This is an optimization exercise on Yosys and OpenROAD, whose aim is a short achievable clock period, not a production implementation. Function was checked by simulation only, so behaviour that the tests miss may differ from the original. No activity file was given, so power comes from the tool's default toggle rates.

## flow/design.v (module list and top-level ports; edited modules follow where they fit)
// module branch_target_predictor: 2008 lines
// module btb_g_inv: 3 lines
// module btb_g_nand2: 3 lines
// module btb_g_nand3: 3 lines
// module btb_g_nor2: 3 lines
// module btb_g_nor4: 4 lines
// module btb_g_and2: 3 lines
// module btb_g_xor2: 3 lines
// module btb_g_nand4: 4 lines
// module btb_g_o21ai: 3 lines
// module btb_g_a22oi: 4 lines
// module btb_g_xnor2: 3 lines
// module btb_g_o22ai: 4 lines
// module btb_g_mux2i: 3 lines
module branch_target_predictor #(
  parameter int unsigned ADDR_W   = 32,
  parameter int unsigned ENTRIES  = 16,
  parameter logic [1:0]  CTR_INIT = 2'b01,
  parameter int unsigned CNT_W    = 16
) (
  input  logic              clk,
  input  logic              reset,
  input  logic              enable,
  input  logic [ADDR_W-1:0] pc_f,
  output logic              pred_hit,
  output logic              pred_taken,
  output logic [ADDR_W-1:0] pred_target,
  input  logic              upd_valid,
  input  logic [ADDR_W-1:0] upd_pc,
  input  logic              upd_taken,
  input  logic [ADDR_W-1:0] upd_target,
  input  logic              upd_pred_taken,
  input  logic [ADDR_W-1:0] upd_pred_target,
  input  logic              flush_all,
  output logic              mispredict,
  output logic [CNT_W-1:0]  branch_cnt,
  output logic [CNT_W-1:0]  mispred_cnt
);
  // ...
==> flow/flow/run.sh <==
#!/bin/bash
# Own layout flow: the standard synthesis unchanged, then the standard ORFS
# steps with delay cells kept out of buffering (so port buffers and repair
# buffers are real buffers), port buffers of a fixed drive strength, and the
# lookup's ports grouped on one edge (flow/io.tcl, before pin placement).
set -euo pipefail
HERE=$(pwd)
PLAT_DU="sky130_fd_sc_hd__probe_p_8 sky130_fd_sc_hd__probec_p_8 sky130_fd_sc_hd__lpflow_bleeder_1 sky130_fd_sc_hd__lpflow_clkbufkapwr_1 sky130_fd_sc_hd__lpflow_clkbufkapwr_16 sky130_fd_sc_hd__lpflow_clkbufkapwr_2 sky130_fd_sc_hd__lpflow_clkbufkapwr_4 sky130_fd_sc_hd__lpflow_clkbufkapwr_8 sky130_fd_sc_hd__lpflow_clkinvkapwr_1 sky130_fd_sc_hd__lpflow_clkinvkapwr_16 sky130_fd_sc_hd__lpflow_clkinvkapwr_2 sky130_fd_sc_hd__lpflow_clkinvkapwr_4 sky130_fd_sc_hd__lpflow_clkinvkapwr_8 sky130_fd_sc_hd__lpflow_decapkapwr_12 sky130_fd_sc_hd__lpflow_decapkapwr_3 sky130_fd_sc_hd__lpflow_decapkapwr_4 sky130_fd_sc_hd__lpflow_decapkapwr_6 sky130_fd_sc_hd__lpflow_decapkapwr_8 sky130_fd_sc_hd__lpflow_inputiso0n_1 sky130_fd_sc_hd__lpflow_inputiso0p_1 sky130_fd_sc_hd__lpflow_inputiso1n_1 sky130_fd_sc_hd__lpflow_inputiso1p_1 sky130_fd_sc_hd__lpflow_inputisolatch_1 sky130_fd_sc_hd__lpflow_isobufsrc_1 sky130_fd_sc_hd__lpflow_isobufsrc_16 sky130_fd_sc_hd__lpflow_isobufsrc_2 sky130_fd_sc_hd__lpflow_isobufsrc_4 sky130_fd_sc_hd__lpflow_isobufsrc_8 sky130_fd_sc_hd__lpflow_isobufsrckapwr_16 sky130_fd_sc_hd__lpflow_lsbuf_lh_hl_isowell_tap_1 sky130_fd_sc_hd__lpflow_lsbuf_lh_hl_isowell_tap_2 sky130_fd_sc_hd__lpflow_lsbuf_lh_hl_isowell_tap_4 sky130_fd_sc_hd__lpflow_lsbuf_lh_isowell_4 sky130_fd_sc_hd__lpflow_lsbuf_lh_isowell_tap_1 sky130_fd_sc_hd__lpflow_lsbuf_lh_isowell_tap_2 sky130_fd_sc_hd__lpflow_lsbuf_lh_isowell_tap_4"
DU="$PLAT_DU sky130_fd_sc_hd__dlygate4sd1_1 sky130_fd_sc_hd__dlygate4sd2_1 sky130_fd_sc_hd__dlygate4sd3_1 sky130_fd_sc_hd__clkdlybuf4s15_1 sky130_fd_sc_hd__clkdlybuf4s15_2 sky130_fd_sc_hd__clkdlybuf4s18_1 sky130_fd_sc_hd__clkdlybuf4s18_2 sky130_fd_sc_hd__clkdlybuf4s25_1 sky130_fd_sc_hd__clkdlybuf4s25_2 sky130_fd_sc_hd__clkdlybuf4s50_1 sky130_fd_sc_hd__clkdlybuf4s50_2 sky130_fd_sc_hd__dlymetal6s2s_1 sky130_fd_sc_hd__dlymetal6s4s_1 sky130_fd_sc_hd__dlymetal6s6s_1"

bash standard.sh synth > flow_synth.log 2>&1
bash standard.sh "DONT_USE_CELLS=$DU" \
  "BUFFER_PORTS_ARGS=-buffer_cell sky130_fd_sc_hd__buf_6" \
  "PRE_IO_PLACEMENT_TCL=$HERE/flow/io.tcl" \
  "GLOBAL_PLACEMENT_ARGS=-timing_driven_net_weight_max 10 -timing_driven_nets_percentage 20" \
  finish > flow_layout.log 2>&1
==> flow/flow/io.tcl <==
# Pin placement that keeps each critical cone compact: the fetch PC bits
# interleaved with the predicted target bits (and hit/taken) on the left edge;
# the resolved and predicted targets interleaved with the other mispredict
# inputs and output on the right edge. Other pins are placed freely.
set btb_pins {}
for {set k 0} {$k < 32} {incr k} {
  lappend btb_pins "pc_f\[$k\]" "pred_target\[$k\]"
}
lappend btb_pins pred_hit pred_taken
set_io_pin_constraint -pin_names $btb_pins -region left:* -group -order
set mis_pins {}
for {set k 0} {$k < 16} {incr k} {
  lappend mis_pins "upd_target\[$k\]" "upd_pred_target\[$k\]"
}
lappend mis_pins upd_taken upd_pred_taken upd_valid mispredict
for {set k 16} {$k < 32} {incr k} {
  lappend mis_pins "upd_target\[$k\]" "upd_pred_target\[$k\]"
}
set_io_pin_constraint -pin_names $mis_pins -region right:* -group -order
==> flow/standard.sh <==
#!/bin/bash
# synth_recipe.tcl (not shown) runs the flow's synth.tcl, then flattens the netlist and writes it again
# the make line also repeats each setting of config.mk as NAME=value (left out here)
make -C /OpenROAD-flow-scripts/flow DESIGN_CONFIG=/design/flow/config.mk WORK_HOME=/design/flow/orfs CLKGATE_MAP_FILE= SYNTH_SCRIPT=/design/flow/synth_recipe.tcl "${@:-finish}"
==> flow/config.mk <==
export PLATFORM = sky130hd
export DESIGN_NAME = branch_target_predictor
export DESIGN_NICKNAME = branch_target_predictor
export VERILOG_FILES = /design/flow/design.v
export SDC_FILE = /design/flow/constraint.sdc
export NUM_CORES = 4
export LEC_CHECK = 0
export ABC_CLOCK_PERIOD_IN_PS = 2500
export CAP_MARGIN = 20
export CORE_MARGIN = 2
export CORE_UTILIZATION = 50
export PLACE_DENSITY = 0.62
export SETUP_SLACK_MARGIN = 3.0
export SLEW_MARGIN = 20
export SYNTH_HIERARCHICAL = 1
export SYNTH_MINIMUM_KEEP_SIZE = 0
export TNS_END_PERCENT = 100
==> flow/constraint.sdc <==
create_clock -name core_clock -period 7.0 [get_ports {clk}]
set_input_delay 1.4000 -clock core_clock [delete_from_list [all_inputs] [get_ports {clk}]]
set_output_delay 1.4000 -clock core_clock [all_outputs]
set_load 0.01 [all_outputs]
==> summary.txt, run 1 <==
Run status:
- The run finished with no timing, DRC or antenna violations.

Global route:
- Entering global routing, the biggest net connects 70 pins.
- The first-pass GRT wire length is roughly 240000 um.
- The fraction of met3 tracks used by global routing is 0.0956.

Finish:
- The number of combinational gates with multiple inputs is ~2400.
- The fraction of layout cells with a size suffix above 1 is 0.272.
- The clock network area share is 0.0569.
- The largest registers in the layout are tgt_q (512), tag_q (416), ctr_q (32).
- The total area of multi-input combinational cells is 0.0196 mm2.
- Relative to the synthesized area, the layout overhead comes to 24.1%.
- The final layout net count is about 4300.

Die:
- In this run the vertical extent of the chip is 316 um.
- In this run the standard cell core region covers between 0.09 and 0.1 mm2.
- The floorplan step defined a die boundary enclosing 0.0998 mm2.
- For this configuration, the core starts out at a cell density of 0.504.

Clock tree:
- Clock tree synthesis inserted a total of 108 buffers.
- The worst-skew pair later-pin latency is 0.70 ns.
- The clock tree root buffer cell is clkbuf_16.
- The H-tree depth is 3.

Placed design:
- The placed instances occupy a cell area of ~0.053 mm2.

Critical path:
- The kind of cell with the highest combined delay along the critical path is simple AND/OR/NAND/NOR gates.
- The terminus of the critical flop-to-flop path is ctr_q[16]$_SDFFCE_PN0P_.
- The number of cells on the worst reg-to-reg path is 5.
- Counting both buffers and inverters, the worst setup path holds a total of 4.
- The timing endpoint of the critical path is pred_target[15].
- The kind of critical path is input pin to output pin.
- The cell that appears most often on the critical path is nand4_1.

Timing:
- The number of max-slew violations in the final report is 0.
- The worst clock skew is 0.0240 ns.

Yosys:
- For this run, the leading register cell type out of synthesis is edfxtp_1.
- The area share of the largest cell type after synthesis is 0.593.
- The average cell area after synthesis is approximately 14 um2.
- edfxtp_1 is the most common cell in the netlist.
- Summed over all instances, the cell type with the most area after synthesis is edfxtp_1.
- The post-synthesis simple-gate area fraction is 0.109.
- The sequential-to-total area share from yosys stat is 0.612.

Power:
- Of the total power, the clock network draws 0.405.
- The fraction of power spent switching nets is 0.243.
- IR analysis of the VDD net gives a maximum drop of between 200 and 250 uV.
- The design draws 13.8 mW.

Routing:
- The number of vias per cell after detailed routing is 6.25.
==> run 2: changes to the inputs <==
--- a/flow/design.v
+++ b/flow/design.v
@@ -366,33 +366,49 @@
   btb_g_xnor2 u_sq_b29 (.a(pc_f[29]), .b(sq_4_26), .y(f_seq[29]));
   btb_g_xnor2 u_sq_b30 (.a(pc_f[30]), .b(sq_4_27), .y(f_seq[30]));
   btb_g_xnor2 u_sq_b31 (.a(pc_f[31]), .b(sq_4_28), .y(f_seq[31]));
   logic [IDX_W-1:0] f_idx_n;
   btb_g_inv u_idxn0 (.a(f_idx[0]), .y(f_idx_n[0]));
   btb_g_inv u_idxn1 (.a(f_idx[1]), .y(f_idx_n[1]));
   btb_g_inv u_idxn2 (.a(f_idx[2]), .y(f_idx_n[2]));
   btb_g_inv u_idxn3 (.a(f_idx[3]), .y(f_idx_n[3]));
-  logic [ENTRIES-1:0] c_ndec;
-  btb_g_nand4 u_cdec0 (.a(f_idx_n[0]), .b(f_idx_n[1]), .c(f_idx_n[2]), .d(f_idx_n[3]), .y(c_ndec[0]));
-  btb_g_nand4 u_cdec1 (.a(f_idx[0]), .b(f_idx_n[1]), .c(f_idx_n[2]), .d(f_idx_n[3]), .y(c_ndec[1]));
-  btb_g_nand4 u_cdec2 (.a(f_idx_n[0]), .b(f_idx[1]), .c(f_idx_n[2]), .d(f_idx_n[3]), .y(c_ndec[2]));
-  btb_g_nand4 u_cdec3 (.a(f_idx[0]), .b(f_idx[1]), .c(f_idx_n[2]), .d(f_idx_n[3]), .y(c_ndec[3]));
-  btb_g_nand4 u_cdec4 (.a(f_idx_n[0]), .b(f_idx_n[1]), .c(f_idx[2]), .d(f_idx_n[3]), .y(c_ndec[4]));
-  btb_g_nand4 u_cdec5 (.a(f_idx[0]), .b(f_idx_n[1]), .c(f_idx[2]), .d(f_idx_n[3]), .y(c_ndec[5]));
-  btb_g_nand4 u_cdec6 (.a(f_idx_n[0]), .b(f_idx[1]), .c(f_idx[2]), .d(f_idx_n[3]), .y(c_ndec[6]));
-  btb_g_nand4 u_cdec7 (.a(f_idx[0]), .b(f_idx[1]), .c(f_idx[2]), .d(f_idx_n[3]), .y(c_ndec[7]));
-  btb_g_nand4 u_cdec8 (.a(f_idx_n[0]), .b(f_idx_n[1]), .c(f_idx_n[2]), .d(f_idx[3]), .y(c_ndec[8]));
-  btb_g_nand4 u_cdec9 (.a(f_idx[0]), .b(f_idx_n[1]), .c(f_idx_n[2]), .d(f_idx[3]), .y(c_ndec[9]));
-  btb_g_nand4 u_cdec10 (.a(f_idx_n[0]), .b(f_idx[1]), .c(f_idx_n[2]), .d(f_idx[3]), .y(c_ndec[10]));
-  btb_g_nand4 u_cdec11 (.a(f_idx[0]), .b(f_idx[1]), .c(f_idx_n[2]), .d(f_idx[3]), .y(c_ndec[11]));
-  btb_g_nand4 u_cdec12 (.a(f_idx_n[0]), .b(f_idx_n[1]), .c(f_idx[2]), .d(f_idx[3]), .y(c_ndec[12]));
-  btb_g_nand4 u_cdec13 (.a(f_idx[0]), .b(f_idx_n[1]), .c(f_idx[2]), .d(f_idx[3]), .y(c_ndec[13]));
-  btb_g_nand4 u_cdec14 (.a(f_idx_n[0]), .b(f_idx[1]), .c(f_idx[2]), .d(f_idx[3]), .y(c_ndec[14]));
-  btb_g_nand4 u_cdec15 (.a(f_idx[0]), .b(f_idx[1]), .c(f_idx[2]), .d(f_idx[3]), .y(c_ndec[15]));
+  logic [ENTRIES-1:0] c_ndech, c_ndect;
+  btb_g_nand4 u_cdech0 (.a(f_idx_n[0]), .b(f_idx_n[1]), .c(f_idx_n[2]), .d(f_idx_n[3]), .y(c_ndech[0]));
+  btb_g_nand4 u_cdect0 (.a(f_idx_n[0]), .b(f_idx_n[1]), .c(f_idx_n[2]), .d(f_idx_n[3]), .y(c_ndect[0]));
+  btb_g_nand4 u_cdech1 (.a(f_idx[0]), .b(f_idx_n[1]), .c(f_idx_n[2]), .d(f_idx_n[3]), .y(c_ndech[1]));
+  btb_g_nand4 u_cdect1 (.a(f_idx[0]), .b(f_idx_n[1]), .c(f_idx_n[2]), .d(f_idx_n[3]), .y(c_ndect[1]));
+  btb_g_nand4 u_cdech2 (.a(f_idx_n[0]), .b(f_idx[1]), .c(f_idx_n[2]), .d(f_idx_n[3]), .y(c_ndech[2]));
+  btb_g_nand4 u_cdect2 (.a(f_idx_n[0]), .b(f_idx[1]), .c(f_idx_n[2]), .d(f_idx_n[3]), .y(c_ndect[2]));
+  btb_g_nand4 u_cdech3 (.a(f_idx[0]), .b(f_idx[1]), .c(f_idx_n[2]), .d(f_idx_n[3]), .y(c_ndech[3]));
+  btb_g_nand4 u_cdect3 (.a(f_idx[0]), .b(f_idx[1]), .c(f_idx_n[2]), .d(f_idx_n[3]), .y(c_ndect[3]));
+  btb_g_nand4 u_cdech4 (.a(f_idx_n[0]), .b(f_idx_n[1]), .c(f_idx[2]), .d(f_idx_n[3]), .y(c_ndech[4]));
+  btb_g_nand4 u_cdect4 (.a(f_idx_n[0]), .b(f_idx_n[1]), .c(f_idx[2]), .d(f_idx_n[3]), .y(c_ndect[4]));
+  btb_g_nand4 u_cdech5 (.a(f_idx[0]), .b(f_idx_n[1]), .c(f_idx[2]), .d(f_idx_n[3]), .y(c_ndech[5]));
+  btb_g_nand4 u_cdect5 (.a(f_idx[0]), .b(f_idx_n[1]), .c(f_idx[2]), .d(f_idx_n[3]), .y(c_ndect[5]));
+  btb_g_nand4 u_cdech6 (.a(f_idx_n[0]), .b(f_idx[1]), .c(f_idx[2]), .d(f_idx_n[3]), .y(c_ndech[6]));
+  btb_g_nand4 u_cdect6 (.a(f_idx_n[0]), .b(f_idx[1]), .c(f_idx[2]), .d(f_idx_n[3]), .y(c_ndect[6]));
+  btb_g_nand4 u_cdech7 (.a(f_idx[0]), .b(f_idx[1]), .c(f_idx[2]), .d(f_idx_n[3]), .y(c_ndech[7]));
+  btb_g_nand4 u_cdect7 (.a(f_idx[0]), .b(f_idx[1]), .c(f_idx[2]), .d(f_idx_n[3]), .y(c_ndect[7]));
+  btb_g_nand4 u_cdech8 (.a(f_idx_n[0]), .b(f_idx_n[1]), .c(f_idx_n[2]), .d(f_idx[3]), .y(c_ndech[8]));
+  btb_g_nand4 u_cdect8 (.a(f_idx_n[0]), .b(f_idx_n[1]), .c(f_idx_n[2]), .d(f_idx[3]), .y(c_ndect[8]));
+  btb_g_nand4 u_cdech9 (.a(f_idx[0]), .b(f_idx_n[1]), .c(f_idx_n[2]), .d(f_idx[3]), .y(c_ndech[9]));
+  btb_g_nand4 u_cdect9 (.a(f_idx[0]), .b(f_idx_n[1]), .c(f_idx_n[2]), .d(f_idx[3]), .y(c_ndect[9]));
+  btb_g_nand4 u_cdech10 (.a(f_idx_n[0]), .b(f_idx[1]), .c(f_idx_n[2]), .d(f_idx[3]), .y(c_ndech[10]));
+  btb_g_nand4 u_cdect10 (.a(f_idx_n[0]), .b(f_idx[1]), .c(f_idx_n[2]), .d(f_idx[3]), .y(c_ndect[10]));
+  btb_g_nand4 u_cdech11 (.a(f_idx[0]), .b(f_idx[1]), .c(f_idx_n[2]), .d(f_idx[3]), .y(c_ndech[11]));
+  btb_g_nand4 u_cdect11 (.a(f_idx[0]), .b(f_idx[1]), .c(f_idx_n[2]), .d(f_idx[3]), .y(c_ndect[11]));
+  btb_g_nand4 u_cdech12 (.a(f_idx_n[0]), .b(f_idx_n[1]), .c(f_idx[2]), .d(f_idx[3]), .y(c_ndech[12]));
+  btb_g_nand4 u_cdect12 (.a(f_idx_n[0]), .b(f_idx_n[1]), .c(f_idx[2]), .d(f_idx[3]), .y(c_ndect[12]));
+  btb_g_nand4 u_cdech13 (.a(f_idx[0]), .b(f_idx_n[1]), .c(f_idx[2]), .d(f_idx[3]), .y(c_ndech[13]));
+  btb_g_nand4 u_cdect13 (.a(f_idx[0]), .b(f_idx_n[1]), .c(f_idx[2]), .d(f_idx[3]), .y(c_ndect[13]));
+  btb_g_nand4 u_cdech14 (.a(f_idx_n[0]), .b(f_idx[1]), .c(f_idx[2]), .d(f_idx[3]), .y(c_ndech[14]));
+  btb_g_nand4 u_cdect14 (.a(f_idx_n[0]), .b(f_idx[1]), .c(f_idx[2]), .d(f_idx[3]), .y(c_ndect[14]));
+  btb_g_nand4 u_cdech15 (.a(f_idx[0]), .b(f_idx[1]), .c(f_idx[2]), .d(f_idx[3]), .y(c_ndech[15]));
+  btb_g_nand4 u_cdect15 (.a(f_idx[0]), .b(f_idx[1]), .c(f_idx[2]), .d(f_idx[3]), .y(c_ndect[15]));
   logic [26-1:0] m0;
   logic [5:0] g0;
   logic [2:0] q0;
   logic gh0, gt0, qh0, qt0, mh0, mt0;
   btb_g_xnor2 u_m0_0 (.a(f_tag[0]), .b(tag_q[0][0]), .y(m0[0]));
   btb_g_xnor2 u_m0_1 (.a(f_tag[1]), .b(tag_q[0][1]), .y(m0[1]));
   btb_g_xnor2 u_m0_2 (.a(f_tag[2]), .b(tag_q[0][2]), .y(m0[2]));
   btb_g_xnor2 u_m0_3 (.a(f_tag[3]), .b(tag_q[0][3]), .y(m0[3]));
@@ -424,18 +440,18 @@
   btb_g_nand4 u_g0_3 (.a(m0[12]), .b(m0[13]), .c(m0[14]), .d(m0[15]), .y(g0[3]));
   btb_g_nand4 u_g0_4 (.a(m0[16]), .b(m0[17]), .c(m0[18]), .d(m0[19]), .y(g0[4]));
   btb_g_nand4 u_g0_5 (.a(m0[20]), .b(m0[21]), .c(m0[22]), .d(m0[23]), .y(g0[5]));
   btb_g_nand3 u_gh0 (.a(m0[24]), .b(m0[25]), .c(valid_q[0]), .y(gh0));
   btb_g_nand3 u_gt0 (.a(m0[24]), .b(m0[25]), .c(e_tv[0]), .y(gt0));
   btb_g_nor2 u_q0_0 (.a(g0[0]), .b(g0[1]), .y(q0[0]));
   btb_g_nor2 u_q0_1 (.a(g0[2]), .b(g0[3]), .y(q0[1]));
   btb_g_nor2 u_q0_2 (.a(g0[4]), .b(g0[5]), .y(q0[2]));
-  btb_g_nor2 u_qh0 (.a(c_ndec[0]), .b(gh0), .y(qh0));
-  btb_g_nor2 u_qt0 (.a(c_ndec[0]), .b(gt0), .y(qt0));
+  btb_g_nor2 u_qh0 (.a(c_ndech[0]), .b(gh0), .y(qh0));
+  btb_g_nor2 u_qt0 (.a(c_ndect[0]), .b(gt0), .y(qt0));
   btb_g_nand4 u_mh0 (.a(q0[0]), .b(q0[1]), .c(q0[2]), .d(qh0), .y(mh0));
   btb_g_nand4 u_mt0 (.a(q0[0]), .b(q0[1]), .c(q0[2]), .d(qt0), .y(mt0));
   logic [26-1:0] m1;
   logic [5:0] g1;
   logic [2:0] q1;
   logic gh1, gt1, qh1, qt1, mh1, mt1;
   btb_g_xnor2 u_m1_0 (.a(f_tag[0]), .b(tag_q[1][0]), .y(m1[0]));
   btb_g_xnor2 u_m1_1 (.a(f_tag[1]), .b(tag_q[1][1]), .y(m1[1]));
@@ -469,18 +485,18 @@
   btb_g_nand4 u_g1_3 (.a(m1[12]), .b(m1[13]), .c(m1[14]), .d(m1[15]), .y(g1[3]));
   btb_g_nand4 u_g1_4 (.a(m1[16]), .b(m1[17]), .c(m1[18]), .d(m1[19]), .y(g1[4]));
   btb_g_nand4 u_g1_5 (.a(m1[20]), .b(m1[21]), .c(m1[22]), .d(m1[23]), .y(g1[5]));
   btb_g_nand3 u_gh1 (.a(m1[24]), .b(m1[25]), .c(valid_q[1]), .y(gh1));
   btb_g_nand3 u_gt1 (.a(m1[24]), .b(m1[25]), .c(e_tv[1]), .y(gt1));
   btb_g_nor2 u_q1_0 (.a(g1[0]), .b(g1[1]), .y(q1[0]));
   btb_g_nor2 u_q1_1 (.a(g1[2]), .b(g1[3]), .y(q1[1]));
   btb_g_nor2 u_q1_2 (.a(g1[4]), .b(g1[5]), .y(q1[2]));
-  btb_g_nor2 u_qh1 (.a(c_ndec[1]), .b(gh1), .y(qh1));
-  btb_g_nor2 u_qt1 (.a(c_ndec[1]), .b(gt1), .y(qt1));
+  btb_g_nor2 u_qh1 (.a(c_ndech[1]), .b(gh1), .y(qh1));
+  btb_g_nor2 u_qt1 (.a(c_ndect[1]), .b(gt1), .y(qt1));
   btb_g_nand4 u_mh1 (.a(q1[0]), .b(q1[1]), .c(q1[2]), .d(qh1), .y(mh1));
   btb_g_nand4 u_mt1 (.a(q1[0]), .b(q1[1]), .c(q1[2]), .d(qt1), .y(mt1));
   logic [26-1:0] m2;
   logic [5:0] g2;
   logic [2:0] q2;
   logic gh2, gt2, qh2, qt2, mh2, mt2;
   btb_g_xnor2 u_m2_0 (.a(f_tag[0]), .b(tag_q[2][0]), .y(m2[0]));
   btb_g_xnor2 u_m2_1 (.a(f_tag[1]), .b(tag_q[2][1]), .y(m2[1]));
@@ -514,18 +530,18 @@
   btb_g_nand4 u_g2_3 (.a(m2[12]), .b(m2[13]), .c(m2[14]), .d(m2[15]), .y(g2[3]));
   btb_g_nand4 u_g2_4 (.a(m2[16]), .b(m2[17]), .c(m2[18]), .d(m2[19]), .y(g2[4]));
   btb_g_nand4 u_g2_5 (.a(m2[20]), .b(m2[21]), .c(m2[22]), .d(m2[23]), .y(g2[5]));
   btb_g_nand3 u_gh2 (.a(m2[24]), .b(m2[25]), .c(valid_q[2]), .y(gh2));
   btb_g_nand3 u_gt2 (.a(m2[24]), .b(m2[25]), .c(e_tv[2]), .y(gt2));
   btb_g_nor2 u_q2_0 (.a(g2[0]), .b(g2[1]), .y(q2[0]));
   btb_g_nor2 u_q2_1 (.a(g2[2]), .b(g2[3]), .y(q2[1]));
   btb_g_nor2 u_q2_2 (.a(g2[4]), .b(g2[5]), .y(q2[2]));
-  btb_g_nor2 u_qh2 (.a(c_ndec[2]), .b(gh2), .y(qh2));
-  btb_g_nor2 u_qt2 (.a(c_ndec[2]), .b(gt2), .y(qt2));
+  btb_g_nor2 u_qh2 (.a(c_ndech[2]), .b(gh2), .y(qh2));
+  btb_g_nor2 u_qt2 (.a(c_ndect[2]), .b(gt2), .y(qt2));
   btb_g_nand4 u_mh2 (.a(q2[0]), .b(q2[1]), .c(q2[2]), .d(qh2), .y(mh2));
   btb_g_nand4 u_mt2 (.a(q2[0]), .b(q2[1]), .c(q2[2]), .d(qt2), .y(mt2));
   logic [26-1:0] m3;
   logic [5:0] g3;
   logic [2:0] q3;
   logic gh3, gt3, qh3, qt3, mh3, mt3;
   btb_g_xnor2 u_m3_0 (.a(f_tag[0]), .b(tag_q[3][0]), .y(m3[0]));
   btb_g_xnor2 u_m3_1 (.a(f_tag[1]), .b(tag_q[3][1]), .y(m3[1]));
@@ -559,18 +575,18 @@
   btb_g_nand4 u_g3_3 (.a(m3[12]), .b(m3[13]), .c(m3[14]), .d(m3[15]), .y(g3[3]));
   btb_g_nand4 u_g3_4 (.a(m3[16]), .b(m3[17]), .c(m3[18]), .d(m3[19]), .y(g3[4]));
   btb_g_nand4 u_g3_5 (.a(m3[20]), .b(m3[21]), .c(m3[22]), .d(m3[23]), .y(g3[5]));
   btb_g_nand3 u_gh3 (.a(m3[24]), .b(m3[25]), .c(valid_q[3]), .y(gh3));
   btb_g_nand3 u_gt3 (.a(m3[24]), .b(m3[25]), .c(e_tv[3]), .y(gt3));
   btb_g_nor2 u_q3_0 (.a(g3[0]), .b(g3[1]), .y(q3[0]));
   btb_g_nor2 u_q3_1 (.a(g3[2]), .b(g3[3]), .y(q3[1]));
   btb_g_nor2 u_q3_2 (.a(g3[4]), .b(g3[5]), .y(q3[2]));
-  btb_g_nor2 u_qh3 (.a(c_ndec[3]), .b(gh3), .y(qh3));
-  btb_g_nor2 u_qt3 (.a(c_ndec[3]), .b(gt3), .y(qt3));
+  btb_g_nor2 u_qh3 (.a(c_ndech[3]), .b(gh3), .y(qh3));
+  btb_g_nor2 u_qt3 (.a(c_ndect[3]), .b(gt3), .y(qt3));
   btb_g_nand4 u_mh3 (.a(q3[0]), .b(q3[1]), .c(q3[2]), .d(qh3), .y(mh3));
   btb_g_nand4 u_mt3 (.a(q3[0]), .b(q3[1]), .c(q3[2]), .d(qt3), .y(mt3));
   logic [26-1:0] m4;
   logic [5:0] g4;
   logic [2:0] q4;
   logic gh4, gt4, qh4, qt4, mh4, mt4;
   btb_g_xnor2 u_m4_0 (.a(f_tag[0]), .b(tag_q[4][0]), .y(m4[0]));
   btb_g_xnor2 u_m4_1 (.a(f_tag[1]), .b(tag_q[4][1]), .y(m4[1]));
@@ -604,18 +620,18 @@
   btb_g_nand4 u_g4_3 (.a(m4[12]), .b(m4[13]), .c(m4[14]), .d(m4[15]), .y(g4[3]));
   btb_g_nand4 u_g4_4 (.a(m4[16]), .b(m4[17]), .c(m4[18]), .d(m4[19]), .y(g4[4]));
   btb_g_nand4 u_g4_5 (.a(m4[20]), .b(m4[21]), .c(m4[22]), .d(m4[23]), .y(g4[5]));
   btb_g_nand3 u_gh4 (.a(m4[24]), .b(m4[25]), .c(valid_q[4]), .y(gh4));
   btb_g_nand3 u_gt4 (.a(m4[24]), .b(m4[25]), .c(e_tv[4]), .y(gt4));
   btb_g_nor2 u_q4_0 (.a(g4[0]), .b(g4[1]), .y(q4[0]));
   btb_g_nor2 u_q4_1 (.a(g4[2]), .b(g4[3]), .y(q4[1]));
   btb_g_nor2 u_q4_2 (.a(g4[4]), .b(g4[5]), .y(q4[2]));
-  btb_g_nor2 u_qh4 (.a(c_ndec[4]), .b(gh4), .y(qh4));
-  btb_g_nor2 u_qt4 (.a(c_ndec[4]), .b(gt4), .y(qt4));
+  btb_g_nor2 u_qh4 (.a(c_ndech[4]), .b(gh4), .y(qh4));
+  btb_g_nor2 u_qt4 (.a(c_ndect[4]), .b(gt4), .y(qt4));
   btb_g_nand4 u_mh4 (.a(q4[0]), .b(q4[1]), .c(q4[2]), .d(qh4), .y(mh4));
   btb_g_nand4 u_mt4 (.a(q4[0]), .b(q4[1]), .c(q4[2]), .d(qt4), .y(mt4));
   logic [26-1:0] m5;
   logic [5:0] g5;
   logic [2:0] q5;
   logic gh5, gt5, qh5, qt5, mh5, mt5;
   btb_g_xnor2 u_m5_0 (.a(f_tag[0]), .b(tag_q[5][0]), .y(m5[0]));
   btb_g_xnor2 u_m5_1 (.a(f_tag[1]), .b(tag_q[5][1]), .y(m5[1]));
@@ -649,18 +665,18 @@
   btb_g_nand4 u_g5_3 (.a(m5[12]), .b(m5[13]), .c(m5[14]), .d(m5[15]), .y(g5[3]));
   btb_g_nand4 u_g5_4 (.a(m5[16]), .b(m5[17]), .c(m5[18]), .d(m5[19]), .y(g5[4]));
   btb_g_nand4 u_g5_5 (.a(m5[20]), .b(m5[21]), .c(m5[22]), .d(m5[23]), .y(g5[5]));
   btb_g_nand3 u_gh5 (.a(m5[24]), .b(m5[25]), .c(valid_q[5]), .y(gh5));
   btb_g_nand3 u_gt5 (.a(m5[24]), .b(m5[25]), .c(e_tv[5]), .y(gt5));
   btb_g_nor2 u_q5_0 (.a(g5[0]), .b(g5[1]), .y(q5[0]));
   btb_g_nor2 u_q5_1 (.a(g5[2]), .b(g5[3]), .y(q5[1]));
   btb_g_nor2 u_q5_2 (.a(g5[4]), .b(g5[5]), .y(q5[2]));
-  btb_g_nor2 u_qh5 (.a(c_ndec[5]), .b(gh5), .y(qh5));
-  btb_g_nor2 u_qt5 (.a(c_ndec[5]), .b(gt5), .y(qt5));
+  btb_g_nor2 u_qh5 (.a(c_ndech[5]), .b(gh5), .y(qh5));
+  btb_g_nor2 u_qt5 (.a(c_ndect[5]), .b(gt5), .y(qt5));
   btb_g_nand4 u_mh5 (.a(q5[0]), .b(q5[1]), .c(q5[2]), .d(qh5), .y(mh5));
   btb_g_nand4 u_mt5 (.a(q5[0]), .b(q5[1]), .c(q5[2]), .d(qt5), .y(mt5));
   logic [26-1:0] m6;
   logic [5:0] g6;
   logic [2:0] q6;
   logic gh6, gt6, qh6, qt6, mh6, mt6;
   btb_g_xnor2 u_m6_0 (.a(f_tag[0]), .b(tag_q[6][0]), .y(m6[0]));
   btb_g_xnor2 u_m6_1 (.a(f_tag[1]), .b(tag_q[6][1]), .y(m6[1]));
@@ -694,18 +710,18 @@
   btb_g_nand4 u_g6_3 (.a(m6[12]), .b(m6[13]), .c(m6[14]), .d(m6[15]), .y(g6[3]));
   btb_g_nand4 u_g6_4 (.a(m6[16]), .b(m6[17]), .c(m6[18]), .d(m6[19]), .y(g6[4]));
   btb_g_nand4 u_g6_5 (.a(m6[20]), .b(m6[21]), .c(m6[22]), .d(m6[23]), .y(g6[5]));
   btb_g_nand3 u_gh6 (.a(m6[24]), .b(m6[25]), .c(valid_q[6]), .y(gh6));
   btb_g_nand3 u_gt6 (.a(m6[24]), .b(m6[25]), .c(e_tv[6]), .y(gt6));
   btb_g_nor2 u_q6_0 (.a(g6[0]), .b(g6[1]), .y(q6[0]));
   btb_g_nor2 u_q6_1 (.a(g6[2]), .b(g6[3]), .y(q6[1]));
   btb_g_nor2 u_q6_2 (.a(g6[4]), .b(g6[5]), .y(q6[2]));
-  btb_g_nor2 u_qh6 (.a(c_ndec[6]), .b(gh6), .y(qh6));
-  btb_g_nor2 u_qt6 (.a(c_ndec[6]), .b(gt6), .y(qt6));
+  btb_g_nor2 u_qh6 (.a(c_ndech[6]), .b(gh6), .y(qh6));
+  btb_g_nor2 u_qt6 (.a(c_ndect[6]), .b(gt6), .y(qt6));
   btb_g_nand4 u_mh6 (.a(q6[0]), .b(q6[1]), .c(q6[2]), .d(qh6), .y(mh6));
   btb_g_nand4 u_mt6 (.a(q6[0]), .b(q6[1]), .c(q6[2]), .d(qt6), .y(mt6));
   logic [26-1:0] m7;
   logic [5:0] g7;
   logic [2:0] q7;
   logic gh7, gt7, qh7, qt7, mh7, mt7;
   btb_g_xnor2 u_m7_0 (.a(f_tag[0]), .b(tag_q[7][0]), .y(m7[0]));
   btb_g_xnor2 u_m7_1 (.a(f_tag[1]), .b(tag_q[7][1]), .y(m7[1]));
@@ -739,18 +755,18 @@
   btb_g_nand4 u_g7_3 (.a(m7[12]), .b(m7[13]), .c(m7[14]), .d(m7[15]), .y(g7[3]));
   btb_g_nand4 u_g7_4 (.a(m7[16]), .b(m7[17]), .c(m7[18]), .d(m7[19]), .y(g7[4]));
   btb_g_nand4 u_g7_5 (.a(m7[20]), .b(m7[21]), .c(m7[22]), .d(m7[23]), .y(g7[5]));
   btb_g_nand3 u_gh7 (.a(m7[24]), .b(m7[25]), .c(valid_q[7]), .y(gh7));
   btb_g_nand3 u_gt7 (.a(m7[24]), .b(m7[25]), .c(e_tv[7]), .y(gt7));
   btb_g_nor2 u_q7_0 (.a(g7[0]), .b(g7[1]), .y(q7[0]));
   btb_g_nor2 u_q7_1 (.a(g7[2]), .b(g7[3]), .y(q7[1]));
   btb_g_nor2 u_q7_2 (.a(g7[4]), .b(g7[5]), .y(q7[2]));
-  btb_g_nor2 u_qh7 (.a(c_ndec[7]), .b(gh7), .y(qh7));
-  btb_g_nor2 u_qt7 (.a(c_ndec[7]), .b(gt7), .y(qt7));
+  btb_g_nor2 u_qh7 (.a(c_ndech[7]), .b(gh7), .y(qh7));
+  btb_g_nor2 u_qt7 (.a(c_ndect[7]), .b(gt7), .y(qt7));
   btb_g_nand4 u_mh7 (.a(q7[0]), .b(q7[1]), .c(q7[2]), .d(qh7), .y(mh7));
   btb_g_nand4 u_mt7 (.a(q7[0]), .b(q7[1]), .c(q7[2]), .d(qt7), .y(mt7));
   logic [26-1:0] m8;
   logic [5:0] g8;
   logic [2:0] q8;
   logic gh8, gt8, qh8, qt8, mh8, mt8;
   btb_g_xnor2 u_m8_0 (.a(f_tag[0]), .b(tag_q[8][0]), .y(m8[0]));
   btb_g_xnor2 u_m8_1 (.a(f_tag[1]), .b(tag_q[8][1]), .y(m8[1]));
@@ -784,18 +800,18 @@
   btb_g_nand4 u_g8_3 (.a(m8[12]), .b(m8[13]), .c(m8[14]), .d(m8[15]), .y(g8[3]));
   btb_g_nand4 u_g8_4 (.a(m8[16]), .b(m8[17]), .c(m8[18]), .d(m8[19]), .y(g8[4]));
   btb_g_nand4 u_g8_5 (.a(m8[20]), .b(m8[21]), .c(m8[22]), .d(m8[23]), .y(g8[5]));
   btb_g_nand3 u_gh8 (.a(m8[24]), .b(m8[25]), .c(valid_q[8]), .y(gh8));
   btb_g_nand3 u_gt8 (.a(m8[24]), .b(m8[25]), .c(e_tv[8]), .y(gt8));
   btb_g_nor2 u_q8_0 (.a(g8[0]), .b(g8[1]), .y(q8[0]));
   btb_g_nor2 u_q8_1 (.a(g8[2]), .b(g8[3]), .y(q8[1]));
   btb_g_nor2 u_q8_2 (.a(g8[4]), .b(g8[5]), .y(q8[2]));
-  btb_g_nor2 u_qh8 (.a(c_ndec[8]), .b(gh8), .y(qh8));
-  btb_g_nor2 u_qt8 (.a(c_ndec[8]), .b(gt8), .y(qt8));
+  btb_g_nor2 u_qh8 (.a(c_ndech[8]), .b(gh8), .y(qh8));
+  btb_g_nor2 u_qt8 (.a(c_ndect[8]), .b(gt8), .y(qt8));
   btb_g_nand4 u_mh8 (.a(q8[0]), .b(q8[1]), .c(q8[2]), .d(qh8), .y(mh8));
   btb_g_nand4 u_mt8 (.a(q8[0]), .b(q8[1]), .c(q8[2]), .d(qt8), .y(mt8));
   logic [26-1:0] m9;
   logic [5:0] g9;
   logic [2:0] q9;
   logic gh9, gt9, qh9, qt9, mh9, mt9;
   btb_g_xnor2 u_m9_0 (.a(f_tag[0]), .b(tag_q[9][0]), .y(m9[0]));
   btb_g_xnor2 u_m9_1 (.a(f_tag[1]), .b(tag_q[9][1]), .y(m9[1]));
@@ -829,18 +845,18 @@
   btb_g_nand4 u_g9_3 (.a(m9[12]), .b(m9[13]), .c(m9[14]), .d(m9[15]), .y(g9[3]));
   btb_g_nand4 u_g9_4 (.a(m9[16]), .b(m9[17]), .c(m9[18]), .d(m9[19]), .y(g9[4]));
   btb_g_nand4 u_g9_5 (.a(m9[20]), .b(m9[21]), .c(m9[22]), .d(m9[23]), .y(g9[5]));
   btb_g_nand3 u_gh9 (.a(m9[24]), .b(m9[25]), .c(valid_q[9]), .y(gh9));
   btb_g_nand3 u_gt9 (.a(m9[24]), .b(m9[25]), .c(e_tv[9]), .y(gt9));
   btb_g_nor2 u_q9_0 (.a(g9[0]), .b(g9[1]), .y(q9[0]));
   btb_g_nor2 u_q9_1 (.a(g9[2]), .b(g9[3]), .y(q9[1]));
   btb_g_nor2 u_q9_2 (.a(g9[4]), .b(g9[5]), .y(q9[2]));
-  btb_g_nor2 u_qh9 (.a(c_ndec[9]), .b(gh9), .y(qh9));
-  btb_g_nor2 u_qt9 (.a(c_ndec[9]), .b(gt9), .y(qt9));
+  btb_g_nor2 u_qh9 (.a(c_ndech[9]), .b(gh9), .y(qh9));
+  btb_g_nor2 u_qt9 (.a(c_ndect[9]), .b(gt9), .y(qt9));
   btb_g_nand4 u_mh9 (.a(q9[0]), .b(q9[1]), .c(q9[2]), .d(qh9), .y(mh9));
   btb_g_nand4 u_mt9 (.a(q9[0]), .b(q9[1]), .c(q9[2]), .d(qt9), .y(mt9));
   logic [26-1:0] m10;
   logic [5:0] g10;
   logic [2:0] q10;
   logic gh10, gt10, qh10, qt10, mh10, mt10;
   btb_g_xnor2 u_m10_0 (.a(f_tag[0]), .b(tag_q[10][0]), .y(m10[0]));
   btb_g_xnor2 u_m10_1 (.a(f_tag[1]), .b(tag_q[10][1]), .y(m10[1]));
@@ -874,18 +890,18 @@
   btb_g_nand4 u_g10_3 (.a(m10[12]), .b(m10[13]), .c(m10[14]), .d(m10[15]), .y(g10[3]));
   btb_g_nand4 u_g10_4 (.a(m10[16]), .b(m10[17]), .c(m10[18]), .d(m10[19]), .y(g10[4]));
   btb_g_nand4 u_g10_5 (.a(m10[20]), .b(m10[21]), .c(m10[22]), .d(m10[23]), .y(g10[5]));
   btb_g_nand3 u_gh10 (.a(m10[24]), .b(m10[25]), .c(valid_q[10]), .y(gh10));
   btb_g_nand3 u_gt10 (.a(m10[24]), .b(m10[25]), .c(e_tv[10]), .y(gt10));
   btb_g_nor2 u_q10_0 (.a(g10[0]), .b(g10[1]), .y(q10[0]));
   btb_g_nor2 u_q10_1 (.a(g10[2]), .b(g10[3]), .y(q10[1]));
   btb_g_nor2 u_q10_2 (.a(g10[4]), .b(g10[5]), .y(q10[2]));
-  btb_g_nor2 u_qh10 (.a(c_ndec[10]), .b(gh10), .y(qh10));
-  btb_g_nor2 u_qt10 (.a(c_ndec[10]), .b(gt10), .y(qt10));
+  btb_g_nor2 u_qh10 (.a(c_ndech[10]), .b(gh10), .y(qh10));
+  btb_g_nor2 u_qt10 (.a(c_ndect[10]), .b(gt10), .y(qt10));
   btb_g_nand4 u_mh10 (.a(q10[0]), .b(q10[1]), .c(q10[2]), .d(qh10), .y(mh10));
   btb_g_nand4 u_mt10 (.a(q10[0]), .b(q10[1]), .c(q10[2]), .d(qt10), .y(mt10));
   logic [26-1:0] m11;
   logic [5:0] g11;
   logic [2:0] q11;
   logic gh11, gt11, qh11, qt11, mh11, mt11;
   btb_g_xnor2 u_m11_0 (.a(f_tag[0]), .b(tag_q[11][0]), .y(m11[0]));
   btb_g_xnor2 u_m11_1 (.a(f_tag[1]), .b(tag_q[11][1]), .y(m11[1]));
@@ -919,18 +935,18 @@
   btb_g_nand4 u_g11_3 (.a(m11[12]), .b(m11[13]), .c(m11[14]), .d(m11[15]), .y(g11[3]));
   btb_g_nand4 u_g11_4 (.a(m11[16]), .b(m11[17]), .c(m11[18]), .d(m11[19]), .y(g11[4]));
   btb_g_nand4 u_g11_5 (.a(m11[20]), .b(m11[21]), .c(m11[22]), .d(m11[23]), .y(g11[5]));
   btb_g_nand3 u_gh11 (.a(m11[24]), .b(m11[25]), .c(valid_q[11]), .y(gh11));
   btb_g_nand3 u_gt11 (.a(m11[24]), .b(m11[25]), .c(e_tv[11]), .y(gt11));
   btb_g_nor2 u_q11_0 (.a(g11[0]), .b(g11[1]), .y(q11[0]));
   btb_g_nor2 u_q11_1 (.a(g11[2]), .b(g11[3]), .y(q11[1]));
   btb_g_nor2 u_q11_2 (.a(g11[4]), .b(g11[5]), .y(q11[2]));
-  btb_g_nor2 u_qh11 (.a(c_ndec[11]), .b(gh11), .y(qh11));
-  btb_g_nor2 u_qt11 (.a(c_ndec[11]), .b(gt11), .y(qt11));
+  btb_g_nor2 u_qh11 (.a(c_ndech[11]), .b(gh11), .y(qh11));
+  btb_g_nor2 u_qt11 (.a(c_ndect[11]), .b(gt11), .y(qt11));
   btb_g_nand4 u_mh11 (.a(q11[0]), .b(q11[1]), .c(q11[2]), .d(qh11), .y(mh11));
   btb_g_nand4 u_mt11 (.a(q11[0]), .b(q11[1]), .c(q11[2]), .d(qt11), .y(mt11));
   logic [26-1:0] m12;
   logic [5:0] g12;
   logic [2:0] q12;
   logic gh12, gt12, qh12, qt12, mh12, mt12;
   btb_g_xnor2 u_m12_0 (.a(f_tag[0]), .b(tag_q[12][0]), .y(m12[0]));
   btb_g_xnor2 u_m12_1 (.a(f_tag[1]), .b(tag_q[12][1]), .y(m12[1]));
@@ -964,18 +980,18 @@
   btb_g_nand4 u_g12_3 (.a(m12[12]), .b(m12[13]), .c(m12[14]), .d(m12[15]), .y(g12[3]));
   btb_g_nand4 u_g12_4 (.a(m12[16]), .b(m12[17]), .c(m12[18]), .d(m12[19]), .y(g12[4]));
   btb_g_nand4 u_g12_5 (.a(m12[20]), .b(m12[21]), .c(m12[22]), .d(m12[23]), .y(g12[5]));
   btb_g_nand3 u_gh12 (.a(m12[24]), .b(m12[25]), .c(valid_q[12]), .y(gh12));
   btb_g_nand3 u_gt12 (.a(m12[24]), .b(m12[25]), .c(e_tv[12]), .y(gt12));
   btb_g_nor2 u_q12_0 (.a(g12[0]), .b(g12[1]), .y(q12[0]));
   btb_g_nor2 u_q12_1 (.a(g12[2]), .b(g12[3]), .y(q12[1]));
   btb_g_nor2 u_q12_2 (.a(g12[4]), .b(g12[5]), .y(q12[2]));
-  btb_g_nor2 u_qh12 (.a(c_ndec[12]), .b(gh12), .y(qh12));
-  btb_g_nor2 u_qt12 (.a(c_ndec[12]), .b(gt12), .y(qt12));
+  btb_g_nor2 u_qh12 (.a(c_ndech[12]), .b(gh12), .y(qh12));
+  btb_g_nor2 u_qt12 (.a(c_ndect[12]), .b(gt12), .y(qt12));
   btb_g_nand4 u_mh12 (.a(q12[0]), .b(q12[1]), .c(q12[2]), .d(qh12), .y(mh12));
   btb_g_nand4 u_mt12 (.a(q12[0]), .b(q12[1]), .c(q12[2]), .d(qt12), .y(mt12));
   logic [26-1:0] m13;
   logic [5:0] g13;
   logic [2:0] q13;
   logic gh13, gt13, qh13, qt13, mh13, mt13;
   btb_g_xnor2 u_m13_0 (.a(f_tag[0]), .b(tag_q[13][0]), .y(m13[0]));
   btb_g_xnor2 u_m13_1 (.a(f_tag[1]), .b(tag_q[13][1]), .y(m13[1]));
@@ -1009,18 +1025,18 @@
   btb_g_nand4 u_g13_3 (.a(m13[12]), .b(m13[13]), .c(m13[14]), .d(m13[15]), .y(g13[3]));
   btb_g_nand4 u_g13_4 (.a(m13[16]), .b(m13[17]), .c(m13[18]), .d(m13[19]), .y(g13[4]));
   btb_g_nand4 u_g13_5 (.a(m13[20]), .b(m13[21]), .c(m13[22]), .d(m13[23]), .y(g13[5]));
   btb_g_nand3 u_gh13 (.a(m13[24]), .b(m13[25]), .c(valid_q[13]), .y(gh13));
   btb_g_nand3 u_gt13 (.a(m13[24]), .b(m13[25]), .c(e_tv[13]), .y(gt13));
   btb_g_nor2 u_q13_0 (.a(g13[0]), .b(g13[1]), .y(q13[0]));
   btb_g_nor2 u_q13_1 (.a(g13[2]), .b(g13[3]), .y(q13[1]));
   btb_g_nor2 u_q13_2 (.a(g13[4]), .b(g13[5]), .y(q13[2]));
-  btb_g_nor2 u_qh13 (.a(c_ndec[13]), .b(gh13), .y(qh13));
-  btb_g_nor2 u_qt13 (.a(c_ndec[13]), .b(gt13), .y(qt13));
+  btb_g_nor2 u_qh13 (.a(c_ndech[13]), .b(gh13), .y(qh13));
+  btb_g_nor2 u_qt13 (.a(c_ndect[13]), .b(gt13), .y(qt13));
   btb_g_nand4 u_mh13 (.a(q13[0]), .b(q13[1]), .c(q13[2]), .d(qh13), .y(mh13));
   btb_g_nand4 u_mt13 (.a(q13[0]), .b(q13[1]), .c(q13[2]), .d(qt13), .y(mt13));
   logic [26-1:0] m14;
   logic [5:0] g14;
   logic [2:0] q14;
   logic gh14, gt14, qh14, qt14, mh14, mt14;
   btb_g_xnor2 u_m14_0 (.a(f_tag[0]), .b(tag_q[14][0]), .y(m14[0]));
   btb_g_xnor2 u_m14_1 (.a(f_tag[1]), .b(tag_q[14][1]), .y(m14[1]));
@@ -1054,18 +1070,18 @@
   btb_g_nand4 u_g14_3 (.a(m14[12]), .b(m14[13]), .c(m14[14]), .d(m14[15]), .y(g14[3]));
   btb_g_nand4 u_g14_4 (.a(m14[16]), .b(m14[17]), .c(m14[18]), .d(m14[19]), .y(g14[4]));
   btb_g_nand4 u_g14_5 (.a(m14[20]), .b(m14[21]), .c(m14[22]), .d(m14[23]), .y(g14[5]));
   btb_g_nand3 u_gh14 (.a(m14[24]), .b(m14[25]), .c(valid_q[14]), .y(gh14));
   btb_g_nand3 u_gt14 (.a(m14[24]), .b(m14[25]), .c(e_tv[14]), .y(gt14));
   btb_g_nor2 u_q14_0 (.a(g14[0]), .b(g14[1]), .y(q14[0]));
   btb_g_nor2 u_q14_1 (.a(g14[2]), .b(g14[3]), .y(q14[1]));
   btb_g_nor2 u_q14_2 (.a(g14[4]), .b(g14[5]), .y(q14[2]));
-  btb_g_nor2 u_qh14 (.a(c_ndec[14]), .b(gh14), .y(qh14));
-  btb_g_nor2 u_qt14 (.a(c_ndec[14]), .b(gt14), .y(qt14));
+  btb_g_nor2 u_qh14 (.a(c_ndech[14]), .b(gh14), .y(qh14));
+  btb_g_nor2 u_qt14 (.a(c_ndect[14]), .b(gt14), .y(qt14));
   btb_g_nand4 u_mh14 (.a(q14[0]), .b(q14[1]), .c(q14[2]), .d(qh14), .y(mh14));
   btb_g_nand4 u_mt14 (.a(q14[0]), .b(q14[1]), .c(q14[2]), .d(qt14), .y(mt14));
   logic [26-1:0] m15;
   logic [5:0] g15;
   logic [2:0] q15;
   logic gh15, gt15, qh15, qt15, mh15, mt15;
   btb_g_xnor2 u_m15_0 (.a(f_tag[0]), .b(tag_q[15][0]), .y(m15[0]));
   btb_g_xnor2 u_m15_1 (.a(f_tag[1]), .b(tag_q[15][1]), .y(m15[1]));
@@ -1099,18 +1115,18 @@
   btb_g_nand4 u_g15_3 (.a(m15[12]), .b(m15[13]), .c(m15[14]), .d(m15[15]), .y(g15[3]));
   btb_g_nand4 u_g15_4 (.a(m15[16]), .b(m15[17]), .c(m15[18]), .d(m15[19]), .y(g15[4]));
   btb_g_nand4 u_g15_5 (.a(m15[20]), .b(m15[21]), .c(m15[22]), .d(m15[23]), .y(g15[5]));
   btb_g_nand3 u_gh15 (.a(m15[24]), .b(m15[25]), .c(valid_q[15]), .y(gh15));
   btb_g_nand3 u_gt15 (.a(m15[24]), .b(m15[25]), .c(e_tv[15]), .y(gt15));
   btb_g_nor2 u_q15_0 (.a(g15[0]), .b(g15[1]), .y(q15[0]));
   btb_g_nor2 u_q15_1 (.a(g15[2]), .b(g15[3]), .y(q15[1]));
   btb_g_nor2 u_q15_2 (.a(g15[4]), .b(g15[5]), .y(q15[2]));
-  btb_g_nor2 u_qh15 (.a(c_ndec[15]), .b(gh15), .y(qh15));
-  btb_g_nor2 u_qt15 (.a(c_ndec[15]), .b(gt15), .y(qt15));
+  btb_g_nor2 u_qh15 (.a(c_ndech[15]), .b(gh15), .y(qh15));
+  btb_g_nor2 u_qt15 (.a(c_ndect[15]), .b(gt15), .y(qt15));
   btb_g_nand4 u_mh15 (.a(q15[0]), .b(q15[1]), .c(q15[2]), .d(qh15), .y(mh15));
   btb_g_nand4 u_mt15 (.a(q15[0]), .b(q15[1]), .c(q15[2]), .d(qt15), .y(mt15));
   logic [3:0] hr, tr;
   logic [1:0] hz, tz;
   btb_g_nand4 u_hr0 (.a(mh0), .b(mh1), .c(mh2), .d(mh3), .y(hr[0]));
   btb_g_nand4 u_tr0 (.a(mt0), .b(mt1), .c(mt2), .d(mt3), .y(tr[0]));
   btb_g_nand4 u_hr1 (.a(mh4), .b(mh5), .c(mh6), .d(mh7), .y(hr[1]));
   btb_g_nand4 u_tr1 (.a(mt4), .b(mt5), .c(mt6), .d(mt7), .y(tr[1]));
==> flow/config.mk (replaced) <==
export PLATFORM = sky130hd
export DESIGN_NAME = branch_target_predictor
export DESIGN_NICKNAME = branch_target_predictor
export VERILOG_FILES = /design/flow/design.v
export SDC_FILE = /design/flow/constraint.sdc
export NUM_CORES = 4
export LEC_CHECK = 0
export ABC_CLOCK_PERIOD_IN_PS = 2500
export CAP_MARGIN = 20
export CORE_MARGIN = 2
export CORE_UTILIZATION = 65
export PLACE_DENSITY = 0.75
export SETUP_SLACK_MARGIN = 3.0
export SLEW_MARGIN = 20
export SYNTH_HIERARCHICAL = 1
export SYNTH_MINIMUM_KEEP_SIZE = 0
export TNS_END_PERCENT = 20
==> summary.txt, run 2 <==
Finish:
- The number of fillers in the final layout is 4207.
- The final layout net count is 4219 (-0.96%).
- The total area of multi-input combinational cells is 0.0194 mm2 (-0.85%).
- The layout overhead on the synthesized area is 21.0%.
- The fraction of layout cells with a size suffix above 1 came to 0.252 (-0.0200).
- The commonest non-fill, non-tap cell in the layout is edfxtp_1.
- Registers take a little under 0.03 mm2.
- The largest registers in the layout are tgt_q (512), tag_q (416), ctr_q (32).
- The number of flip-flops in the largest register is 512.
- The register bank with the most flops is tgt_q.
- The library cells used most frequently in the layout, excluding fill and tap cells, are 960 x edfxtp_1, 697 x xnor2_1, 320 x a22oi_2.

Global route:
- Summed over all layers, the global routing overflow is 0.
- The number of global-route vias before repair is 33500.
- The maximum number of pins on one net before global-route repair is 41 (-41%).
- The number of antenna violations at the first check in global routing is 12.
- The total routing usage reported by global routing is 0.405.
- The first-pass GRT wire length is 224000 um (-6.1%).

Yosys:
- The warning count from the yosys run is 7.
- The cell area that synthesis handed to floorplanning was 0.0487 mm2.
- In the synthesized netlist the async set-or-reset flop fraction comes to 0.
- The cell accounting for the most synthesized area is edfxtp_1.
- The area share of the largest cell type after synthesis is 0.591 (-0.00122).
- In the synthesized netlist, the cells that appear most often are 960 x edfxtp_1, 722 x xnor2_1, 320 x a22oi_2.
- The distinct cell type count after synthesis is 39.
- By area the synthesized netlist is led by edfxtp_1 59%, xnor2_1 13%, a22oi_2 8.2%, xor2_1 4.2%, nand4_1 3.1%.
- In the synthesized netlist, the number of instances is 3561.
- The number of flops mapped to enable cells by yosys is 960.
- After synthesis the netlist holds a flip-flop and latch count of between 1000 and 1500.
- The sequential-to-total area share from yosys stat came to 0.611 (-0.00126).
- The leading cell type by number of instances after synthesis is edfxtp_1.
- The average cell area after synthesis was 13.7 um2 (-0.24%).
- The number of nets in the synthesized netlist is 3696.
- The most frequently used flop master after synthesis is edfxtp_1.

Placed design:
- In this run the tool buffered the top-level ports with 199 buffer cells.
- After legalization and detailed placement, the total HPWL measured 89200 um.
- The placer congestion estimate is roughly 0.94.

Clock tree:
- The number of buffers inserted by hold repair at cts is 0.
- The worst-case clock buffer depth is 3.
- The CTS tree is yes.
- The H-tree depth is 3 (unchanged).
- The total clock buffers created by CTS came to 102 (-5.6%).
- The tree built by TritonCTS fans out to 1008 sinks.
- The worst-skew pair later-pin latency came to 0.67 ns (-0.03 ns).
- The clock transition time at the flip-flop clock pins of the worst setup and hold paths is 0.06 ns.
- Clock tree synthesis selected as its root buffer the cell clkbuf_16.

Timing:
- The worst pin sits at a relative slew slack of 0.313.
- Subtracting the final worst setup slack from the clock period gives between 4 and 5 ns.
- The final clock period utilization by the worst path is 0.683.
- The final total negative setup slack is 0 ns.
- The final setup violation count is 0.
- The number of max-slew violations in the final report is 0 (unchanged).
- Setup repair after global routing could not meet its margin everywhere.
- The maximum operating frequency is roughly 210 MHz.
- The worst clock skew came to 0.0196 ns (-0.00444 ns).
- For the pin with the worst max-slew slack, the measured transition is 1.03 ns.
- The number of hold violations in the final report is 0.

Routing:
- The average detailed-routed wire length per instance is 31.1 um.
- Once detail routing completed, the nets flagged for antenna violations numbered 0.
- For this block, the routed nets add up to 160000 um of wire.
- The detailed router finished its first iteration with 5398 violations.
- In the routed design, unresolved DRC markers number 0.
- The number of vias per cell after detailed routing is 6.75 (+8.0%).
- The number of detailed-routing iterations run before antenna repair is 7.
- The detailed-route via count is between 30000 and 40000.

Min path:
- The class of the tightest hold or removal check is flop to flop.
- In this run the most critical hold path is launched from valid_q[12]$_SDFFE_PP0P_.
- The instance count along the most critical hold path is 1.
- The hold path endpoint is valid_q[12]$_SDFFE_PP0P_.

Critical path:
- The slowest library cell on the worst path is nor2_2.
- In this design, the stage delay of the slowest critical-path cell is approximately 0.26 ns.
- Counting stages on the worst path, the most repeated cell is nand4_1.
- Among cell families on the critical path, the largest total delay comes from simple AND/OR/NAND/NOR gates.
- The startpoint type of the worst setup path is an input pin.
- The cell count of the worst reg-to-reg path is 5 (unchanged).
- In this run the critical register-to-register path is launched from tag_q[230]$_DFFE_PP_.
- The element type at the critical path end is an output pin.
- The kind of critical path is input pin to output pin.
- In this run the number of cells on the critical path is 13.
- The critical path data arrival time is 3.38 ns.
- The critical path goes through buf_16 > buf_1 > xnor2_1 > nand4_1 > nor2_2 > nand4_1 > nand4_1 > buf_6 > nor2_4 > buf_4 > nand3_1 > nand2_2 > buf_6.
- The largest fanout of any net on the critical path is 14.
- The required time reported for the critical path endpoint is between 5 and 6 ns.
- The count of buffering cells on the critical path with inverters included is 5 (+1).
- The setup check on the worst reg-to-reg path leaves a slack of 4.57 ns.
- The terminus of the critical flop-to-flop path is ctr_q[16]$_SDFFCE_PN0P_.

Power:
- The peak supply drop is 195 uV (-15%).
- The reported leakage power is roughly 19 nW.
- The post-layout total power is 13.6 mW (-1.3%).
- In this run the power density over the cells is about 230 mW/mm2.

Run status:
- The run finished with no timing, DRC or antenna violations.

Die:
- The die extent in y is 278 um (-12%).
- The die outline area came to 0.0772 mm2 (-23%).
- In this run the core area contains 100 standard-cell rows.
- The placeable core region is 0.0743 mm2 (-23%).
- The die boundary width is 278 um.
- The effective utilization at floorplan is 0.656 (+0.152).
- 202 I/O pins were placed.

Job:
- The max-cap check violation count is 0.
run 2: routing by layer:
layer / vias to the layer above / wire (um) / GRT usage / part of all wire
met1: 17100 / 57500 / 0.548 / 0.36
met4: 16 / 10600 / 0.221 / 0.066
met5: - / 98 / 0 / 0.00061
li1: 14300 / - / - / -
met2: 2673 / 68800 / 0.595 / 0.43
met3: 665 / 23100 / 0.116 / 0.14
run 2: area by class of cell:
class / count / area share
Antenna cell: 3 / 0.000127
Clock buffer: 137 / 0.0481
Clock inverter: 56 / 0.00916
Inverter: 44 / 0.00305
Multi-Input combinational cell: 2445 / 0.329
Sequential cell: 1008 / 0.505
Tap cell: 969 / 0.0205
Timing Repair Buffer: 483 / 0.0850
run 2: stage by stage:
| stage | setup slack (ns) | utilization | std cells | instance area [um2] | hold slack [ns] |
|---|---|---|---|---|---|
| floorplan | 0.726 | - | 3561 | 48800 | 0.476 |
| global placement | 1.31 | 0.706 | 4712 | 52400 | 0.500 |
| detailed placement | 1.25 | 0.706 | 4713 | 52400 | 0.502 |
| CTS | 2.41 | 0.783 | 5060 | 58200 | 0.517 |
| global route | 2.23 | 0.794 | 5142 | 59000 | 0.557 |
| finish | 2.22 | 0.794 | 5145 | 59000 | 0.520 |
run 2: what timing repair did:
action | CTS | global route
pin swaps | 52 | 56
buffers inserted | 143 | 81
gates resized for setup | 263 | 105
gates cloned | 11 | 1
setup endpoints to repair | 35 | 139
run 2: Yosys stat by module, one instance, submodules excluded, a selection:
module | flip-flops and latches | cells inside | area, um2 | times used
btb_g_nand4 | 0 | 1 | 6.26 | 170
btb_g_nor2 | 0 | 1 | 3.75 | 148
branch_target_predictor | 1008 | 1945 | 36600 | 1
btb_g_nand2 | 0 | 1 | 3.75 | 302
btb_g_o21ai | 0 | 1 | 5.00 | 1
btb_g_and2 | 0 | 1 | 6.26 | 57
btb_g_nor4 | 0 | 1 | 12.5 | 8
run 2: cell families (layout without fill, tap and decap cells):
group | after synthesis | count (layout) | synth area share
xor gates and xnor gates | 956 | 956 | 0.172
other | 0 | 3 | 0
AOI/OAI and AO/OA | 362 | 362 | 0.0899
and+or+nand+nor | 1100 | 1102 | 0.111
DFF | 1008 | 1008 | 0.611
buffers and inverters | 110 | 720 | 0.0111
muxes | 25 | 25 | 0.00513
run 2: worst max-delay path by stage:
stage / from / end / slack, ns
floorplan: pc_f[3] / pred_target[0] / 0.73
global placement: pc_f[2] / pred_target[26] / 1.31
detailed placement: pc_f[2] / pred_target[26] / 1.25
CTS: pc_f[2] / pred_target[26] / 2.41
global route: pc_f[24] / pred_target[31] / 2.23
finish: pc_f[24] / pred_target[26] / 2.22
run 2: power breakdown:
| group | internal [mW] | total, mW | switching, mW |
|---|---|---|---|
| clock network | 3.13 | 5.47 | 2.34 |
| logic | 0.545 | 1.44 | 0.892 |
| registers | 6.64 | 6.67 | 0.0283 |
| total | 10.3 | 13.6 | 3.26 |
==> run 3: changes to the inputs <==
--- a/flow/config.mk
+++ b/flow/config.mk
@@ -14,4 +14,4 @@
 export SLEW_MARGIN = 20
 export SYNTH_HIERARCHICAL = 1
 export SYNTH_MINIMUM_KEEP_SIZE = 0
-export TNS_END_PERCENT = 20
+export TNS_END_PERCENT = 100
==> summary.txt, run 3 <==
Run status:
- The run finished with no timing, DRC or antenna violations.

Job:
- The max-cap check violation count is 0 (unchanged).

Finish:
- The fraction of layout cells with a size suffix above 1 was 0.253 (+0.000746).
- The number of fillers in the final layout is 4240 (+0.78%).
- The final layout net count came to 4182 (-0.88%).
- In the layout the commonest cells are 960 x edfxtp_1, 714 x xnor2_1, 320 x a22oi_2.
- The number of flip-flops in the largest register is 512 (unchanged).
- The final design instance area without fill is 0.0590 mm2 (about the same).
- The register with the most flip-flops in the final layout is tgt_q.

Die:
- The die boundary width is 278 um (unchanged).
- The die outline area is 0.0772 mm2 (unchanged).
- The placeable core region is 0.0743 mm2 (unchanged).
- The die extent in y was 278 um (unchanged).
- The count of boundary I/O pins is 202 (unchanged).

Critical path:
- The largest fanout of any net on the critical path is 7 (-7).
- The required time reported for the critical path endpoint is 5.60 ns (about the same).
- The element type at the critical path end is an output pin.
- STA classifies the critical path startpoint as an input pin.
- The critical path data arrival time is 3.38 ns (about the same).
- The biggest cell delay along the critical path is 0.21 ns (-0.05 ns).

Yosys:
- The average cell area after synthesis was 13.7 um2 (unchanged).
- The instance count of the mapped netlist is 3561 (unchanged).
- The number of flops mapped to enable cells by yosys is 960 (unchanged).
- The post-synthesis register bit count came to 1008 (unchanged).
- The share of synthesized flip-flops with an asynchronous set or reset is 0 (unchanged).
- Ranked by total cell area, the synthesized netlist is headed by edfxtp_1 59%, xnor2_1 13%, a22oi_2 8.2%, xor2_1 4.2%, nand4_1 3.1%.
- The warning count from the yosys run is 7 (unchanged).

Timing:
- The minimum period implied by the final worst setup slack came to 4.78 ns (+0.00380 ns).
- The final total negative setup slack came to 0 ns (unchanged).
- The number of max-slew violations in the final report came to 0 (unchanged).
- Setup repair after global routing could not meet its margin everywhere.
- The worst path setup slack after routing was 2.22 ns (-0.00380 ns).
- The worst slew margin relative to its limit is 0.177 (-0.136).

Placed design:
- The post-placement cell area was 0.0525 mm2 (about the same).
- The placer congestion estimate is 0.958 (+1.7%).
- The number of buffers added on ports is 199 (unchanged).

Global route:
- The global routing met2 resource utilization is 0.611 (+0.0162).
- The maximum number of pins on one net before global-route repair is 54 (+32%).
- The total routing usage reported by global routing is 0.416 (+0.0107).
- The number of global-route vias before repair was 33500 (-0.060%).
- The most utilized layer in the global route result is met2.

Power:
- The peak supply drop was 278 uV (+43%).

Routing:
- The remaining routing DRC violations was 0 (unchanged).
- The overall routed net length is 165000 um (+3.0%).
- The number of vias per cell after detailed routing was 6.87 (+1.7%).

Clock tree:
- The worst-skew pair later-pin latency is 0.68 ns (about the same).
- The clock tree root buffer cell is clkbuf_16.
- The number of sinks on the clock net is 1008 (unchanged).

Min path:
- The class of the tightest hold or removal check is flop to flop.
==> run 3: cell count changes in the layout (fill, tap and decap cells not counted), moves of 6 or more <==
| cell | change |
|---|---|
| nand2_1 | -15 |
| xnor2_2 | -17 |
| nand3_4 | -11 |
| buf_12 | +11 |
| xnor2_1 | +17 |
| buf_2 | +10 |
| clkinv_1 | +9 |
| buf_1 | -66 |
| buf_16 | +12 |
| nand3_1 | +12 |
| nand2_2 | +12 |
| nor2_1 | +6 |
==> run 3: routing by layer <==
metal | share of wire | vias to the layer above
met2 | 0.43 | 2881
met4 | 0.060 | 8
met3 | 0.15 | 574
met5 | 0.0011 | -
met1 | 0.37 | 17400
li1 | - | 14200
==> run 3: power by group <==
part,total [mW],switching (mW),internal (mW)
Sequential,6.66,0.0279,6.64
Clock,5.27,2.33,2.94
Combinational,1.49,0.915,0.574
==> run 3: per-stage QoR <==
stage | power, mW | hold WS, ns
global route | 13.7 | 0.547
finish | 13.4 | 0.536
floorplan | 7.41 | 0.476
CTS | 13.3 | 0.525
global placement | 7.96 | 0.494
detailed placement | 7.99 | 0.511
==> run 3: what timing repair did <==
item / CTS / global route
setup endpoints to repair: 35 / 162
gates resized for setup: 315 / 61
pin swaps: 125 / 95
cloned: 20 / 17
setup buffers: 124 / 42
==> run 3: cells by family (layout without fill, tap and decap cells) <==
family,count (synthesis),count (layout),synth area share
simple gates,1100,1107,0.111
xor+xnor,956,956,0.172
mux,25,25,0.00513
other cells,0,7,0
compound gates,362,362,0.0899
buf+inv,110,675,0.0111
flops,1008,1008,0.611
==> run 3: final cells by class <==
type	count	area share
flip-flops and latches	1008	0.504
inverters	44	0.00305
clock inverters	56	0.00867
multi-input cells	2450	0.326
clock buffers	132	0.0449
diodes	7	0.000297
well taps	969	0.0205
repair buffers	443	0.0925
==> run 3: worst paths after layout <==
| kind | startpoint | end |
|---|---|---|
| setup / recovery | pc_f[2] | pred_target[12] |
| hold / removal | valid_q[0]$_SDFFE_PP0P_ | valid_q[0]$_SDFFE_PP0P_ |
| setup reg to reg | tag_q[231]$_DFFE_PP_ | ctr_q[16]$_SDFFCE_PN0P_ |
| hold reg to reg | valid_q[0]$_SDFFE_PP0P_ | valid_q[0]$_SDFFE_PP0P_ |
==> run 3: per-module statistics from Yosys, one instance, submodules excluded, excerpt <==
module	cells inside	flops+latches	cell area, um2	copies in the design
btb_g_xor2	1	0	8.76	63
btb_g_nand4	1	0	6.26	170
btb_g_a22oi	1	0	12.5	320
btb_g_nor2	1	0	3.75	148
btb_g_nor4	1	0	12.5	8
btb_g_xnor2	1	0	8.76	445
branch_target_predictor	1945	1008	36600	1
==> run 3: worst max-delay path, delay by kind of cell <==
family          cells  cell delay [ns]
compound gates      2             0.14
buf+inv             9             1.12
simple gates        5             0.68

## what the ideal ports hide
No port has a modelled driver above. Below, the same layouts with a new extraction and two added sets of constraints. Step 1, drivers: a clkbuf_16 drives clk and a buf_2 each remaining input, both assumed. Step 2, shift: input delay + t, output delay - t, t = (earliest + latest rising clock arrival at the registers) / 2. This alone moves slack from input paths to output paths. Three values: no drivers, after step 1, after step 2; two values: the first two.
run | t (ns) | setup WS [ns] | latest minus earliest clock arrival (ns) | pins driven straight from the clock port
run 1 | 0.762 | 2.208 / 1.993 / 1.993 | 0.034 / 0.034 | 1
run 2 | 0.736 | 2.221 / 2.085 / 2.085 | 0.024 / 0.024 | 1
run 3 | 0.744 | 2.217 / 2.032 / 2.032 | 0.036 / 0.036 | 1
After both steps setup and hold are still met in every run listed. The setup slack of run 1, which loses most, moves by -0.215 ns with the drivers and by -0.215 ns with both steps.
